This is an optimization exercise on Yosys and OpenROAD, whose aim is small area, a short achievable clock period and few clock cycles per item, not a production implementation. In this exercise RTL edits were held to simulation tests only and were not proved equivalent to the original. Power is estimated from default activity; no workload was simulated.

==> design.v <==
package tlct_pkg;
   localparam logic [4:0] TOK_ASSIGN = 5'd15;
   localparam logic [4:0] TOK_EQUALS = 5'd16;
   localparam logic [4:0] TOK_SYMBOL = 5'd17;
   localparam logic [4:0] TOK_NUMBER = 5'd18;
   localparam logic [4:0] TOK_IF     = 5'd19;
   localparam logic [4:0] TOK_WHILE  = 5'd20;
   localparam logic [4:0] TOK_OUT    = 5'd21;
   localparam logic [4:0] TOK_END    = 5'd22;
   localparam logic [4:0] TOK_ERROR  = 5'd23;
   localparam logic [1:0] KIND_NONE   = 2'd0;
   localparam logic [1:0] KIND_ASSIGN = 2'd1;
   localparam logic [1:0] KIND_SYMBOL = 2'd2;
   localparam logic [1:0] KIND_NUMBER = 2'd3;
endpackage
import tlct_pkg::*;
module toy_language_char_tokenizer
(
   input  logic        clock,
   input  logic        reset,
   input  logic        req_valid,
   output logic        req_stall,
   input  logic [7:0]  req_char_in,
   input  logic        req_end_of_input,
   output logic        rsp_valid,
   input  logic        rsp_stall,
   output logic [4:0]  rsp_token_kind,
   output logic [4:0]  rsp_text_length,
   output logic [63:0] rsp_text_first,
   output logic [63:0] rsp_text_second,
   output logic        rsp_text_overflow,
   output logic        rsp_last_of_run
);
   logic       m_v, k_v;
   logic [7:0] m_ch, k_ch;
   logic       m_eoi, k_eoi;
   logic [1:0] pk;
   logic [4:0] plen;
   logic       povf;
   logic [7:0] text [16];
   logic        o_v;
   logic [4:0]  o_kind, o_len;
   logic        o_ovf, o_last;
   logic [7:0]  o_b0;
   logic [15:1] o_show;
   logic        s_v;
   logic [4:0]  s_kind;
   logic [7:0]  s_b0;
   logic       is_op, is_eq, is_let, is_dig;
   logic [3:0] op_idx;
   always_comb begin
      is_op  = 1'b1;
      op_idx = 4'd0;
      case (m_ch)
         "+": op_idx = 4'd0;
         "-": op_idx = 4'd1;
         "*": op_idx = 4'd2;
         "/": op_idx = 4'd3;
         "%": op_idx = 4'd4;
         "<": op_idx = 4'd5;
         ">": op_idx = 4'd6;
         "!": op_idx = 4'd7;
         "&": op_idx = 4'd8;
         "|": op_idx = 4'd9;
         "(": op_idx = 4'd10;
         ")": op_idx = 4'd11;
         "{": op_idx = 4'd12;
         "}": op_idx = 4'd13;
         ";": op_idx = 4'd14;
         default: is_op = 1'b0;
      endcase
   end
   assign is_eq  = (m_ch == "=");
   assign is_let = ((m_ch >= "a") && (m_ch <= "z")) || ((m_ch >= "A") && (m_ch <= "Z"));
   assign is_dig = (m_ch >= "0") && (m_ch <= "9");
   logic       has_p, ptext;
   logic       flush, own_v, start, append;
   logic [4:0] own_kind;
   logic [7:0] own_b0;
   logic [1:0] pk_in;
   logic       kw_if, kw_out, kw_while;
   assign has_p = (pk != KIND_NONE);
   assign ptext = pk[1];
   assign kw_if = (pk == KIND_SYMBOL) && (plen == 5'd1) && (text[0] == "i") && (m_ch == "f");
   assign kw_out = (pk == KIND_SYMBOL) && (plen == 5'd2) && (text[0] == "o")
      && (text[1] == "u") && (m_ch == "t");
   assign kw_while = (pk == KIND_SYMBOL) && (plen == 5'd4) && (text[0] == "w")
      && (text[1] == "h") && (text[2] == "i") && (text[3] == "l") && (m_ch == "e");
   always_comb begin
      flush    = 1'b0;
      own_v    = 1'b0;
      own_kind = TOK_ERROR;
      own_b0   = 8'h00;
      start    = 1'b0;
      append   = 1'b0;
      pk_in    = pk;
      if (m_eoi) begin
         flush    = has_p;
         own_v    = 1'b1;
         own_kind = TOK_END;
         pk_in    = KIND_NONE;
      end else if (is_op) begin
         flush    = has_p;
         own_v    = 1'b1;
         own_kind = {1'b0, op_idx};
         pk_in    = KIND_NONE;
      end else if (is_eq) begin
         if (pk == KIND_ASSIGN) begin
            own_v    = 1'b1;
            own_kind = TOK_EQUALS;
            pk_in    = KIND_NONE;
         end else begin
            flush = has_p;
            pk_in = KIND_ASSIGN;
         end
      end else if (is_let) begin
         if (pk != KIND_SYMBOL) begin
            flush = has_p;
            start = 1'b1;
            pk_in = KIND_SYMBOL;
         end else begin
            append = 1'b1;
            if (kw_if || kw_out || kw_while) begin
               own_v    = 1'b1;
               own_kind = kw_if ? TOK_IF : (kw_out ? TOK_OUT : TOK_WHILE);
               pk_in    = KIND_NONE;
            end
         end
      end else if (is_dig) begin
         if (!ptext) begin
            flush = has_p;
            start = 1'b1;
            pk_in = KIND_NUMBER;
         end else begin
            append = 1'b1;
         end
      end else begin
         own_v  = 1'b1;
         own_b0 = m_ch;
      end
   end
   logic xfer, r_out, r_two, r_none, proc, flush_text, two;
   assign xfer       = o_v & ~rsp_stall;
   assign r_out      = o_v & rsp_stall;           
   assign r_two      = r_out & s_v;
   assign r_none     = ~r_out & ~s_v;
   assign flush_text = flush & ptext;
   assign two        = flush & own_v;
   assign proc = m_v & ~(r_two & (flush | own_v))
                     & ~((flush_text | two) & ~r_none)
                     & ~(o_v & rsp_stall & o_show[1]);
   logic m_free, acc;
   assign m_free    = ~m_v | proc;
   assign acc       = req_valid & ~k_v;
   assign req_stall = k_v;
   always_ff @(posedge clock) begin
      if (reset) begin
         m_v <= 1'b0;
         k_v <= 1'b0;
      end else begin
         if (m_free) begin
            m_v <= k_v | acc;
            k_v <= 1'b0;
         end else if (acc) begin
            k_v <= 1'b1;
         end
      end
   end
   always_ff @(posedge clock) begin
      if (m_free) begin
         m_ch  <= k_v ? k_ch : req_char_in;
         m_eoi <= k_v ? k_eoi : req_end_of_input;
      end
      if (!m_free && !k_v) begin
         k_ch  <= req_char_in;
         k_eoi <= req_end_of_input;
      end
   end
   always_ff @(posedge clock) begin
      if (reset) begin
         pk <= KIND_NONE;
      end else if (proc) begin
         pk <= pk_in;
      end
   end
   always_ff @(posedge clock) begin
      if (proc) begin
         if (start) begin
            plen <= 5'd1;
            povf <= 1'b0;
         end else if (append) begin
            if (plen[4]) begin
               povf <= 1'b1;
            end else begin
               plen <= plen + 5'd1;
            end
         end
      end
   end
   for (genvar j = 0; j < 16; j++) begin : g_text
      always_ff @(posedge clock) begin
         if (proc && ((start && j == 0) || (append && plen == 5'(j)))) begin
            text[j] <= m_ch;
         end
      end
   end
   logic [4:0]  t0_kind, t0_len;
   logic        t0_ovf;
   logic [7:0]  t0_b0;
   logic [15:1] t0_show;
   always_comb begin
      t0_kind = own_kind;
      t0_len  = (own_kind == TOK_ERROR) ? 5'd1 : 5'd0;
      t0_ovf  = 1'b0;
      t0_b0   = own_b0;
      t0_show = '0;
      if (flush) begin
         t0_kind = (pk == KIND_ASSIGN) ? TOK_ASSIGN :
                   ((pk == KIND_SYMBOL) ? TOK_SYMBOL : TOK_NUMBER);
         t0_len  = ptext ? plen : 5'd0;
         t0_ovf  = ptext & povf;
         t0_b0   = ptext ? text[0] : 8'h00;
         for (int j = 1; j < 16; j++) begin
            t0_show[j] = ptext && (plen > 5'(j));
         end
      end
   end
   logic s_err;
   logic new1;
   assign s_err = (s_kind == TOK_ERROR);
   assign new1  = proc & (flush | own_v);
   always_ff @(posedge clock) begin
      if (reset) begin
         o_v <= 1'b0;
         s_v <= 1'b0;
      end else if (!r_out) begin
         if (s_v) begin
            o_v <= 1'b1;
            s_v <= new1;
         end else begin
            o_v <= new1;
            s_v <= proc & two;
         end
      end else if (!s_v) begin
         s_v <= new1;
      end
   end
   always_ff @(posedge clock) begin
      if (!r_out) begin
         if (s_v) begin
            o_kind <= s_kind;
            o_len  <= s_err ? 5'd1 : 5'd0;
            o_ovf  <= 1'b0;
            o_last <= 1'b1;
            o_b0   <= s_b0;
            o_show <= '0;
         end else begin
            o_kind <= t0_kind;
            o_len  <= t0_len;
            o_ovf  <= t0_ovf;
            o_last <= ~two;
            o_b0   <= t0_b0;
            o_show <= t0_show;
         end
      end
      if (!r_out && !s_v) begin
         s_kind <= own_kind;
         s_b0   <= own_b0;
      end else if (!s_v || !r_out) begin
         s_kind <= t0_kind;
         s_b0   <= t0_b0;
      end
   end
   assign rsp_valid         = o_v;
   assign rsp_token_kind    = o_kind;
   assign rsp_text_length   = o_len;
   assign rsp_text_overflow = o_ovf;
   assign rsp_last_of_run   = o_last;
   always_comb begin
      rsp_text_first[7:0] = o_b0;
      for (int j = 1; j < 8; j++) begin
         rsp_text_first[8*j +: 8] = text[j] & {8{o_show[j]}};
      end
      for (int j = 0; j < 8; j++) begin
         rsp_text_second[8*j +: 8] = text[8+j] & {8{o_show[8+j]}};
      end
   end
endmodule
==> run.sh <==
#!/bin/bash
# synth_recipe.tcl (not shown) runs the flow's synth.tcl, then flattens the netlist and writes it again
# the make line also repeats each setting of config.mk as NAME=value (left out here)
make -C /OpenROAD-flow-scripts/flow DESIGN_CONFIG=/design/flow/config.mk WORK_HOME=/design/flow/orfs CLKGATE_MAP_FILE= SYNTH_SCRIPT=/design/flow/synth_recipe.tcl finish
==> config.mk <==
export PLATFORM = sky130hd
export DESIGN_NAME = toy_language_char_tokenizer
export DESIGN_NICKNAME = toy_language_char_tokenizer
export VERILOG_FILES = /design/flow/design.v
export SDC_FILE = /design/flow/constraint.sdc
export NUM_CORES = 4
export LEC_CHECK = 0
export ABC_CLOCK_PERIOD_IN_PS = 1800
export CAP_MARGIN = 20
export CORE_MARGIN = 2
export CORE_UTILIZATION = 60
export SETUP_SLACK_MARGIN = 3.5
export SLEW_MARGIN = 20
==> constraint.sdc <==
create_clock -name core_clock -period 5.5 [get_ports {clock}]
set_input_delay 1.1000 -clock core_clock [delete_from_list [all_inputs] [get_ports {clock}]]
set_output_delay 1.1000 -clock core_clock [all_outputs]
set_load 0.01 [all_outputs]
==> results.cfg, run 1 <==
[routing]
drcViolationCount = 0
first_iter_violations = 1353
drt_pre_antenna_iters = 8
antenna_violating_nets_post_route = 0
wl_mm = 39.5
via_count = 8523
post_drt_wl_per_cell_um = 32.6
viasPerCell = 7.04

[outcome]
outcome = complete, no violations

[die]
die_y_um = 127
boundaryPins = 155
dieWidth_um = 127
placement_rows = 45
initial_utilization_pct = 60.7
floorplan.die_area_mm2 = 0.0162
floorplan.core_area_mm2 = 0.0150

[timing]
rsz_0062_raised_after_global_routing = true
clock_skew_ns = 0.0574
final_min_period_over_clock_period_pct = 61.6
finalCriticalPeriod_ns = 3.39
report.final.setup_viol = 0
setup_total_neg_slack_ns = 0
max_slew_margin_pct = 42.0
timing_hold_violations_final = 0
timing_worst_slew_pin_value_ns = 0.869
report.final.slew_viol_count = 0
max_freq_mhz = 295

[setup_path]
cp-start-kind = flip-flop
critical_path.max_fanout = 8
number_of_cells_on_the_worst_reg_to_reg_path = 10
cp.required_ns = 5.76
critical_path.reg2reg.endpoint = text[12][2]
worstSetupEndpointType = flip-flop
rr_startpoint = m_ch[2]
critPathArrivalTime_ns = 3.65
setup.reg_to_reg.worst_slack_ns = 2.11
worstSetupPathType = reg2reg

[min_path]
worstHoldPathType = reg2reg
timing.hold.worst_path_depth = 1
min_delay_startpoint = k_ch[3]
min_delay_worst_endpoint = m_ch[3]

[job]
max-cap-violations = 0

[cts]
cts_root_buf = clkbuf_16
h-tree-depth = 1
clk_pin_slew_worst_paths_ns = 0.07
tritoncts_clock_tree = built
tritoncts.num_buffers = 22
ctsLongestPathBuffers = 3
clk-insertion-delay-late_ns = 0.55
hold_buffers = 0
cts_sinks = 206

[global_route]
gr-usage-all-layers_pct = 34.7
grt_pass1_wl_mm = 42.1
grt.met2_usage_pct = 62.2
grt_max_degree = 38
gr-total-overflow = 0
grt_pass1_vias = 7284
met3_usage_pct = 6.03
gr-usage-met1_pct = 41.9
grt-busiest-layer = met2
antenna_found_initial = 2

[logic_synthesis]
yosys_register_bits = 206
syn-num-nets = 691
synth_seq_area_share_pct = 67.2
postSynth.topFlopCell = edfxtp_1
synth-edff-count = 200
synthArstFlopShare_pct = 0
syn_inst = 669
syn_avg_cell_area_um2 = 13.6
synth.yosys.warnings = 2
synth.distinct_cells = 71
synth_area_mm2 = 0.00912

[finish]
antenna_cells = 0
post_route_cells_drive_above_1_share_pct = 58.2
layout.nets = 1029
area_growth_pct = 57.5
filler_cell_count = 305

[power_and_ir_drop]
totalPowerFinal_mw = 3.90
power_leakage_nw = 5.74
ir_worst_vdd_mv = 0.264
power.density_mw_per_mm2 = 272

[placed_design]
detailedPlacementHpwl_mm = 14.4
gp_routability_congestion = 0.915
buffer_ports.inserted = 154
[synthesized netlist by cell type (all sizes together), types with 2 or more instances]
library cell / count / area share, %
a211oi: 3 / 0.25
nor2b: 4 / 0.27
dfxtp: 6 / 1.3
nor2: 38 / 1.6
and4b: 3 / 0.33
nor4bb: 6 / 0.66
a22o: 9 / 0.86
o311ai: 3 / 0.29
a22oi: 9 / 0.74
edfxtp: 200 / 66
nor4b: 5 / 0.55
or4: 2 / 0.16
inv: 15 / 0.62
xnor2: 4 / 0.47
or2: 3 / 0.21
a21o: 2 / 0.16
o21ai: 26 / 1.4
nand4: 5 / 0.34
mux2i: 6 / 0.66
clkbuf: 13 / 0.54
a31oi: 5 / 0.51
a21bo: 2 / 0.22
nand2b: 10 / 0.77
nand3: 11 / 0.60
buf: 12 / 0.95
nor3: 20 / 1.4
o21bai: 3 / 0.33
and2: 127 / 8.7
ha: 9 / 1.2
and3: 3 / 0.21
or3: 6 / 0.41
mux2: 12 / 1.5
a31o: 3 / 0.29
nand2: 34 / 1.4
a21oi: 20 / 1.1
nor4: 11 / 0.99
[flip-flops by register name (all words and copies together), names as in the netlist, 2 cells and up]
signal,cells
text,128
o_show,15
k_ch,8
m_ch,8
o_b0,8
s_b0,8
o_kind,5
o_len,5
plen,5
s_kind,5
pk,2
[power by group]
part | internal [mW] | switching, mW
logic | 0.282 | 0.324
registers | 1.79 | 0.0424
clock network | 0.789 | 0.680
[worst max-delay path by stage]
stage / startpoint / end / slack, ns / cells past startpoint
finish: m_ch[2] / text[12][2] / 2.11 / 10
global placement: m_ch[3] / text[6][5] / 1.57 / 8
CTS: m_ch[2] / text[6][5] / 2.44 / 11
detailed placement: m_ch[3] / text[1][4] / 1.48 / 8
global route: m_ch[2] / text[7][6] / 2.08 / 9
floorplan: rsp_stall / text[1][0] / 2.24 / 8
[through the flow]
| stage | instances | setup slack, ns | util, % | instance area, um^2 | hold slack [ns] |
|---|---|---|---|---|---|
| after floorplan | 669 | 2.24 | - | 9510 | 0.484 |
| after global placement | 991 | 1.57 | 73.9 | 11100 | 0.516 |
| after detailed placement | 991 | 1.48 | 73.9 | 11100 | 0.530 |
| after CTS | 1163 | 2.44 | 86.3 | 13000 | 0.518 |
| after global routing | 1211 | 2.08 | 95.6 | 14400 | 0.584 |
| final | 1211 | 2.11 | 95.6 | 14400 | 0.560 |
[cells by family (layout without fill, tap and decap cells)]
| kind of cell | count (synthesis) | count (layout) | share of synthesized area (%) |
|---|---|---|---|
| XOR/XNOR | 4 | 4 | 0.466 |
| adder cells (fa/ha/maj) | 10 | 10 | 1.36 |
| multiplexers | 18 | 18 | 2.14 |
| buffers and inverters | 40 | 390 | 2.10 |
| AND/OR/NAND/NOR | 294 | 298 | 19.2 |
| AO/OA/AOI/OAI | 97 | 97 | 7.59 |
| flip-flops | 206 | 206 | 67.2 |
[worst max-delay path: stages, from the launching register on]
cell	delay (ns)
edfxtp_1	0.60
buf_6	0.24
and2_1	0.15
nand4_1	0.25
o2111ai_2	0.20
or3_4	0.38
or3_4	0.40
nand2b_4	0.21
buf_8	0.16
nor4_4	0.31
buf_6	0.20
[layout by cell type, fill, tap and decap left out, types with 6 or more instances in the layout]
cell	netlist	final
and2_4	1	98
nor4_4	1	9
a21oi_1	20	11
nor3_4	0	10
nand2b_1	9	9
buf_4	1	65
o21ai_1	3	14
o21ai_2	0	6
buf_2	6	46
ha_1	9	7
nor2_1	36	20
edfxtp_1	200	200
clkinv_2	0	6
mux2_2	12	9
a22o_1	9	9
a21oi_2	0	9
a22oi_2	0	9
nor2_4	0	16
buf_12	0	17
nand3_1	11	10
nand2_1	34	29
buf_6	4	187
clkdlybuf4s50_1	0	12
and2_1	126	29
clkbuf_16	0	24
inv_1	15	10
[repair_timing]
| item | in CTS | in global routing |
|---|---|---|
| cloned | 4 | 5 |
| gates resized for setup | 724 | 243 |
| setup buffers | 128 | 43 |
| pin swaps | 111 | 106 |
| endpoints found under the setup margin | 402 | 354 |
[area by class of cell]
class                      instances  area [um^2]  share of cell area [%]
clock buffer                      25          562                    3.91
multi-input combinational        427         3810                    26.5
tap                              188          235                    1.64
sequential                       206         6130                    42.7
inverter                          15         60.1                   0.418
clock inverter                    15          118                   0.819
timing repair buffer             335         3440                    24.0
[layer usage]
metal  vias up  routed length, um
li1       3178                  -
met1      4031              12200
met2       973              18600
met3       339               4870
met4         2               3850
met5         -                  8
Testbench counts, summed over its fixed seeds: cycles 24,024, items 24,000.
==> run 2: changes to the inputs <==
--- a/config.mk
+++ b/config.mk
@@ -5,9 +5,8 @@
 export SDC_FILE = /design/flow/constraint.sdc
 export NUM_CORES = 4
 export LEC_CHECK = 0
-export ABC_CLOCK_PERIOD_IN_PS = 1800
 export CAP_MARGIN = 20
 export CORE_MARGIN = 2
 export CORE_UTILIZATION = 60
-export SETUP_SLACK_MARGIN = 3.5
+export SETUP_SLACK_MARGIN = 3.0
 export SLEW_MARGIN = 20
==> run 2 against run 1 <==
Net effect: synthesized area did not move; sequential power barely moved; register-to-register slack improved by 0.32 ns; sequential share of layout area rose by 2.6 points; core utilization fell by 5.4 points; critical path depth fell by 1; die area did not move; via count fell by 13%; critical endpoint is now plen[3].
==> results.cfg, run 2 <==
[outcome]
outcome = complete, no violations

[logic_synthesis]
synth.distinct_cells = 71
synthArstFlopShare_pct = 0
synth-edff-count = 200
synth.yosys.warnings = 2
syn_inst = 669
syn_avg_cell_area_um2 = 13.6
synthTopCellsByArea = edfxtp_1, and2_1, nor2_1, mux2_2, nand2_1
synth_largest_area_cell = edfxtp_1
synth_commonest_cells = edfxtp_1, and2_1, nor2_1
synth_seq_area_share_pct = 67.2
synth_area_mm2 = 0.00912
yosys_register_bits = 206
syn-num-nets = 691
synthDominantCellAreaShare_pct = 65.8
postSynth.topFlopCell = edfxtp_1
post-synth-top-count-cell = edfxtp_1

[cts]
cts_root_buf = clkbuf_16
hold_buffers = 0
h-tree-depth = 1
cts_sinks = 206
clk_pin_slew_worst_paths_ns = 0.07
tritoncts.num_buffers = 21
clk-insertion-delay-late_ns = 0.51
ctsLongestPathBuffers = 3
tritoncts_clock_tree = built

[power_and_ir_drop]
power_leakage_nw = 5.42
total_switching_power_mw = 0.900
power.share.sequential_pct = 48.8
clock_power_share_pct = 37.2
power.density_mw_per_mm2 = 275
internal_mw = 2.83
ir_worst_vdd_mv = 0.371
swShare_pct = 24.1
power_frac_comb_pct = 14.0
totalPowerFinal_mw = 3.73

[global_route]
gr-total-overflow = 0
grt_max_degree = 38
grt_pass1_vias = 7160
antenna_found_initial = 1
gr-usage-all-layers_pct = 33.4
grt_pass1_wl_mm = 40.9

[die]
floorplan.core_area_mm2 = 0.0150
placement_rows = 45
die_y_um = 127
initial_utilization_pct = 60.7
dieWidth_um = 127
floorplan.die_area_mm2 = 0.0162
boundaryPins = 155

[timing]
rsz_0062_raised_after_global_routing = true
max_slew_margin_pct = 54.3
finalHoldWorstSlack_ns = 0.525
report.final.setup_viol = 0
timing_worst_slew_pin_value_ns = 0.686
clock_skew_ns = 0.0263
finalCriticalPeriod_ns = 3.07
report.final.slew_viol_count = 0
max_freq_mhz = 325
setup_total_neg_slack_ns = 0
final_min_period_over_clock_period_pct = 55.9
timing_hold_violations_final = 0

[routing]
post_drt_wl_per_cell_um = 26.4
via_count = 7441
first_iter_violations = 929
drt_pre_antenna_iters = 5
antenna_violating_nets_post_route = 0
viasPerCell = 6.37
wl_mm = 30.8
drcViolationCount = 0

[placed_design]
detailedPlacementHpwl_mm = 14.9
gp_routability_congestion = 0.871
placement.cell_area_mm2 = 0.0110
buffer_ports.inserted = 154

[setup_path]
cp-start-kind = flip-flop
critPathTopFamily = simple AND/OR/NAND/NOR gates
slowest_stage = or3b_4
max_stage_delay_ns = 0.48
critPathArrivalTime_ns = 3.27
cp.required_ns = 5.69
worstSetupEndpointType = flip-flop
path_cells = buf_6 -> or3b_4 -> nor2_2 -> nand2_1 -> o21a_1 -> nor2_1 -> inv_1 -> nor3_2 -> o21bai_2
critical_path.max_fanout = 26
cp.buffers_inverters = 2
timing.critical_path.depth = 9
number_of_cells_on_the_worst_reg_to_reg_path = 9
worstSetupPathType = reg2reg

[finish]
register_with_the_most_flip_flops = text
largest_registers = text x128, o_show x15
stdcell_area_mm2 = 0.0136
area_growth_pct = 48.6
antenna_cells = 0
finish.utilization_pct = 90.2
mostFrequentLayoutCells = edfxtp_1, buf_6, and2_4
largest_register_ffs = 128
post_route_cells_drive_above_1_share_pct = 49.4
most_frequent_standard_cell_in_the_layout_excluding_fill_and_tap_cells = edfxtp_1
layout.nets = 988

[min_path]
worstHoldPathType = reg2reg
timing.hold.worst_path_depth = 2

[job]
max-cap-violations = 0
## run 2: cell counts after synthesis
Identical to the previous run, type by type.
## run 2: worst reg2reg max path, delay by kind of cell, from the launching register on
family / cells / cell delay [ns]
AOI/OAI and AO/OA: 2 / 0.44
and+or+nand+nor: 5 / 1.55
DFF: 1 / 0.38
buffers and inverters: 2 / 0.40
## run 2: routing by layer
layer | up-vias | global-route usage (%) | share of wire (%)
met5 | - | 0 | 0
met4 | 0 | 15.4 | 5.6
met3 | 148 | 5.61 | 8.8
met2 | 548 | 57.0 | 51
met1 | 3652 | 42.1 | 35
li1 | 3093 | - | -
## run 2: final timing paths
path	slack (ns)	to	start
worst min-delay path	0.53	pk[0]	pk[0]
worst max-delay path	2.43	plen[3]	m_ch[6]
worst min register to register	0.53	pk[0]	pk[0]
worst max register to register	2.43	plen[3]	m_ch[6]
## run 2: area by class of cell
cell class | count | area (um^2)
clock buffer | 23 | 533
timing repair buffer | 298 | 2860
tap | 188 | 235
fill | 579 | 1480
inverter | 15 | 63.8
multi-input combinational | 424 | 3610
clock inverter | 14 | 118
sequential | 206 | 6140
## run 2: power groups by stage
stage                     clock network, mW  registers (mW)  logic, mW
after global routing                   1.45            1.82      0.538
after floorplan                           0            1.86      0.166
after detailed placement                  0            1.88      0.302
after CTS                              1.37            1.82      0.438
after global placement                    0            1.88      0.299
final                                  1.39            1.82      0.522
## run 2: logic make-up after synthesis
logic type	Yosys count	synth area share (%)
buffers and inverters	40	2.10
DFF	206	67.2
AOI/OAI and AO/OA	97	7.59
and+or+nand+nor	294	19.2
xor gates and xnor gates	4	0.466
muxes	18	2.14
adders and majority gates	10	1.36
## run 2: timing repair
item | 4_1_cts | 5_1_grt
setup endpoints to repair | 334 | 317
pin swaps | 105 | 54
resized for setup | 499 | 260
gates cloned | 3 | 1
buffers inserted | 107 | 27
## run 2: per-stage QoR
step           std cells  setup slack (ns)
6_report            1168              2.43
4_1_cts             1140              2.43
3_3_place_gp         993              1.54
5_1_grt             1168              2.37
3_5_place_dp         993              1.43
2_1_floorplan        669              2.24
==> run 3: changes to the inputs <==
--- a/config.mk
+++ b/config.mk
@@ -7,6 +7,5 @@
 export LEC_CHECK = 0
 export CAP_MARGIN = 20
 export CORE_MARGIN = 2
-export CORE_UTILIZATION = 60
-export SETUP_SLACK_MARGIN = 3.0
+export CORE_UTILIZATION = 40
 export SLEW_MARGIN = 20
==> run 3 against run 2 <==
Net effect: non-clock buffer count fell by 133; combinational power down 44%; fmax is 29% lower; count of clock-buffer cells in the layout did not move; worst hold slack worse by 0.017 ns; die area is 48% higher; core utilization decreased by 38 points; routed wire length down 24%; critical path type unchanged; largest power group unchanged.
==> results.cfg, run 3 <==
[setup_path]
critPathArrivalTime_ns = 4.47
number_of_cells_on_the_worst_reg_to_reg_path = 10
worstSetupPathType = reg2reg
setup.reg_to_reg.worst_slack_ns = 1.16
cp.required_ns = 5.63
cp-start-kind = flip-flop
worstSetupEndpointType = flip-flop
critical_path.max_fanout = 18
critical_path.reg2reg.endpoint = k_ch[7]
rr_startpoint = m_ch[3]

[finish]
mostFrequentLayoutCells = edfxtp_1, clkdlybuf4s50_1, and2_1
largest_register_ffs = 128
largest_registers = text x128, o_show x15
antenna_cells = 0
layout.nets = 856
filler_cell_count = 1899
post_route_cells_drive_above_1_share_pct = 10.2
finish.utilization_pct = 52.0
most_frequent_standard_cell_in_the_layout_excluding_fill_and_tap_cells = edfxtp_1
area_growth_pct = 28.4
stdcell_area_mm2 = 0.0117
register_with_the_most_flip_flops = text

[timing]
timing_hold_violations_final = 0
timing_worst_slew_pin_value_ns = 1.13
max_freq_mhz = 230
finalHoldWorstSlack_ns = 0.508
max_slew_margin_pct = 24.6
rsz_0062_raised_after_global_routing = false
report.final.setup_viol = 0
clock_skew_ns = 0.0119
final_min_period_over_clock_period_pct = 78.9
report.final.slew_viol_count = 0
setup_total_neg_slack_ns = 0
finalCriticalPeriod_ns = 4.34

[global_route]
grt_pass1_wl_mm = 35.9
gr-total-overflow = 0
gr-usage-all-layers_pct = 19.3
grt_max_degree = 38
grt_pass1_vias = 5931
antenna_found_initial = 0

[power_and_ir_drop]
power_leakage_nw = 4.00
ir_worst_vdd_mv = 0.188
totalPowerFinal_mw = 3.61
power.density_mw_per_mm2 = 308

[routing]
via_count = 6007
first_iter_violations = 341
drt_pre_antenna_iters = 5
wl_mm = 23.4
antenna_violating_nets_post_route = 0
viasPerCell = 5.29
drcViolationCount = 0
post_drt_wl_per_cell_um = 20.6

[die]
dieWidth_um = 155
placement_rows = 55
floorplan.die_area_mm2 = 0.0240
die_y_um = 155
floorplan.core_area_mm2 = 0.0225
boundaryPins = 155
initial_utilization_pct = 40.5

[logic_synthesis]
syn_inst = 669
synthArstFlopShare_pct = 0
yosys_register_bits = 206
synth_commonest_cells = edfxtp_1, and2_1, nor2_1
synth_area_mm2 = 0.00912
synth_largest_area_cell = edfxtp_1
synth_seq_area_share_pct = 67.2
postSynth.topFlopCell = edfxtp_1
synth-edff-count = 200
post-synth-top-count-cell = edfxtp_1
syn_avg_cell_area_um2 = 13.6
synth.distinct_cells = 71
synth.yosys.warnings = 2
synthTopCellsByArea = edfxtp_1, and2_1, nor2_1, mux2_2, nand2_1
syn-num-nets = 691
synthDominantCellAreaShare_pct = 65.8

[min_path]
min_delay_worst_endpoint = o_v
worstHoldPathType = reg2reg
timing.hold.worst_path_depth = 2
min_delay_startpoint = m_v

[cts]
h-tree-depth = 1
clk-insertion-delay-late_ns = 0.51
hold_buffers = 0
cts_root_buf = clkbuf_16
tritoncts.num_buffers = 23
tritoncts_clock_tree = built
cts_setup_buffers = 0
clk_pin_slew_worst_paths_ns = 0.06
cts_sinks = 206
cts_resized = 0
ctsLongestPathBuffers = 3

[placed_design]
detailedPlacementHpwl_mm = 16.3
gp_routability_congestion = 0.857
buffer_ports.inserted = 154
placement.cell_area_mm2 = 0.0110

[outcome]
outcome = complete, no violations

[job]
max-cap-violations = 0
## run 3: cell counts after synthesis
Identical to the previous run, type by type.
## run 3: kinds of logic after synthesis
family	count (synthesis)	synth area share, %
compound gates	97	7.59
simple gates	294	19.2
xor+xnor	4	0.466
mux	18	2.14
buf+inv	40	2.10
fa+ha+maj	10	1.36
flops	206	67.2
## run 3: area by class of cell
type,count,area (um^2),area share [%]
Clock inverter,19,149,1.27
Inverter,15,56.3,0.481
Multi-Input combinational cell,423,2820,24.1
Tap cell,285,357,3.05
Sequential cell,206,6130,52.3
Timing Repair Buffer,165,1620,13.9
Clock buffer,23,576,4.92
## run 3: critical path, cell delays in order, from the launching register on
cell	delay, ns
edfxtp_1	0.86
buf_4	0.34
nor2_1	0.11
a221oi_4	0.46
nand2b_1	0.16
o2111a_1	0.46
maj3_2	0.42
a31oi_4	0.24
o21ai_1	0.15
buf_4	0.21
nor2_1	0.56
## run 3: through the flow
step	setup slack, ns	cells
finish	1.16	1136
global route	0.858	1136
CTS	1.11	1136
detailed placement	1.14	1094
global placement	1.27	1094
floorplan	1.42	669
## run 3: how the worst max path moves through the flow
stage / from / end / slack, ns / depth (start not counted)
floorplan: rsp_stall / text[10][0] / 1.42 / 7
global placement: m_ch[3] / k_ch[1] / 1.27 / 10
detailed placement: m_ch[5] / k_ch[1] / 1.14 / 9
CTS: m_ch[5] / k_ch[7] / 1.11 / 9
global route: m_ch[3] / k_ch[0] / 0.86 / 10
finish: m_ch[3] / k_ch[7] / 1.16 / 10
## run 3: report_power, final
| group | internal (mW) | switching (mW) |
|---|---|---|
| Sequential | 1.79 | 0.0665 |
| Combinational | 0.142 | 0.151 |
| Clock | 0.857 | 0.604 |
| Total | 2.79 | 0.822 |
## run 3: metal layers
metal / vias to the layer above / routed length (um) / track usage, %
met4: 0 / 349 / 4.28
met2: 217 / 10500 / 29.8
met3: 32 / 1350 / 2.81
li1: 2822 / - / -
met5: - / 0 / 0
met1: 2936 / 11200 / 28.9

-- port drivers added, routing unchanged --
The results above use ideal ports. As a check the final layouts listed here were re-extracted and re-timed, cells and wires unchanged. Step 1, drivers: a clkbuf_16 drives clock and a buf_2 each remaining input, both assumed. Step 2 times the ports against the registers' clock, not the clock port: input delays grow and output delays shrink by t, the midpoint of the rising clock arrivals with the driver on. a / b / c = ideal / step 1 / step 2; a / b = the first two.
| run | shift t [ns] | setup WS [ns] | worst setup path at the end | latest minus earliest clock arrival (ns) | slew at the worst register clock pin (ns) |
|---|---|---|---|---|---|
| run 1 | 0.565 | 2.110 / 2.110 / 1.806 | input to register | 0.058 / 0.058 | 0.07 / 0.07 |
| run 2 | 0.537 | 2.426 / 2.426 / 1.996 | input to register | 0.027 / 0.026 | 0.07 / 0.07 |
| run 3 | 0.546 | 1.159 / 1.159 / 1.159 | register to register | 0.012 / 0.012 | 0.06 / 0.06 |
After both steps every run listed still meets setup and hold. For run 2, which loses most, drivers alone change the setup slack by 0.000 ns; drivers and shift together by -0.430 ns.
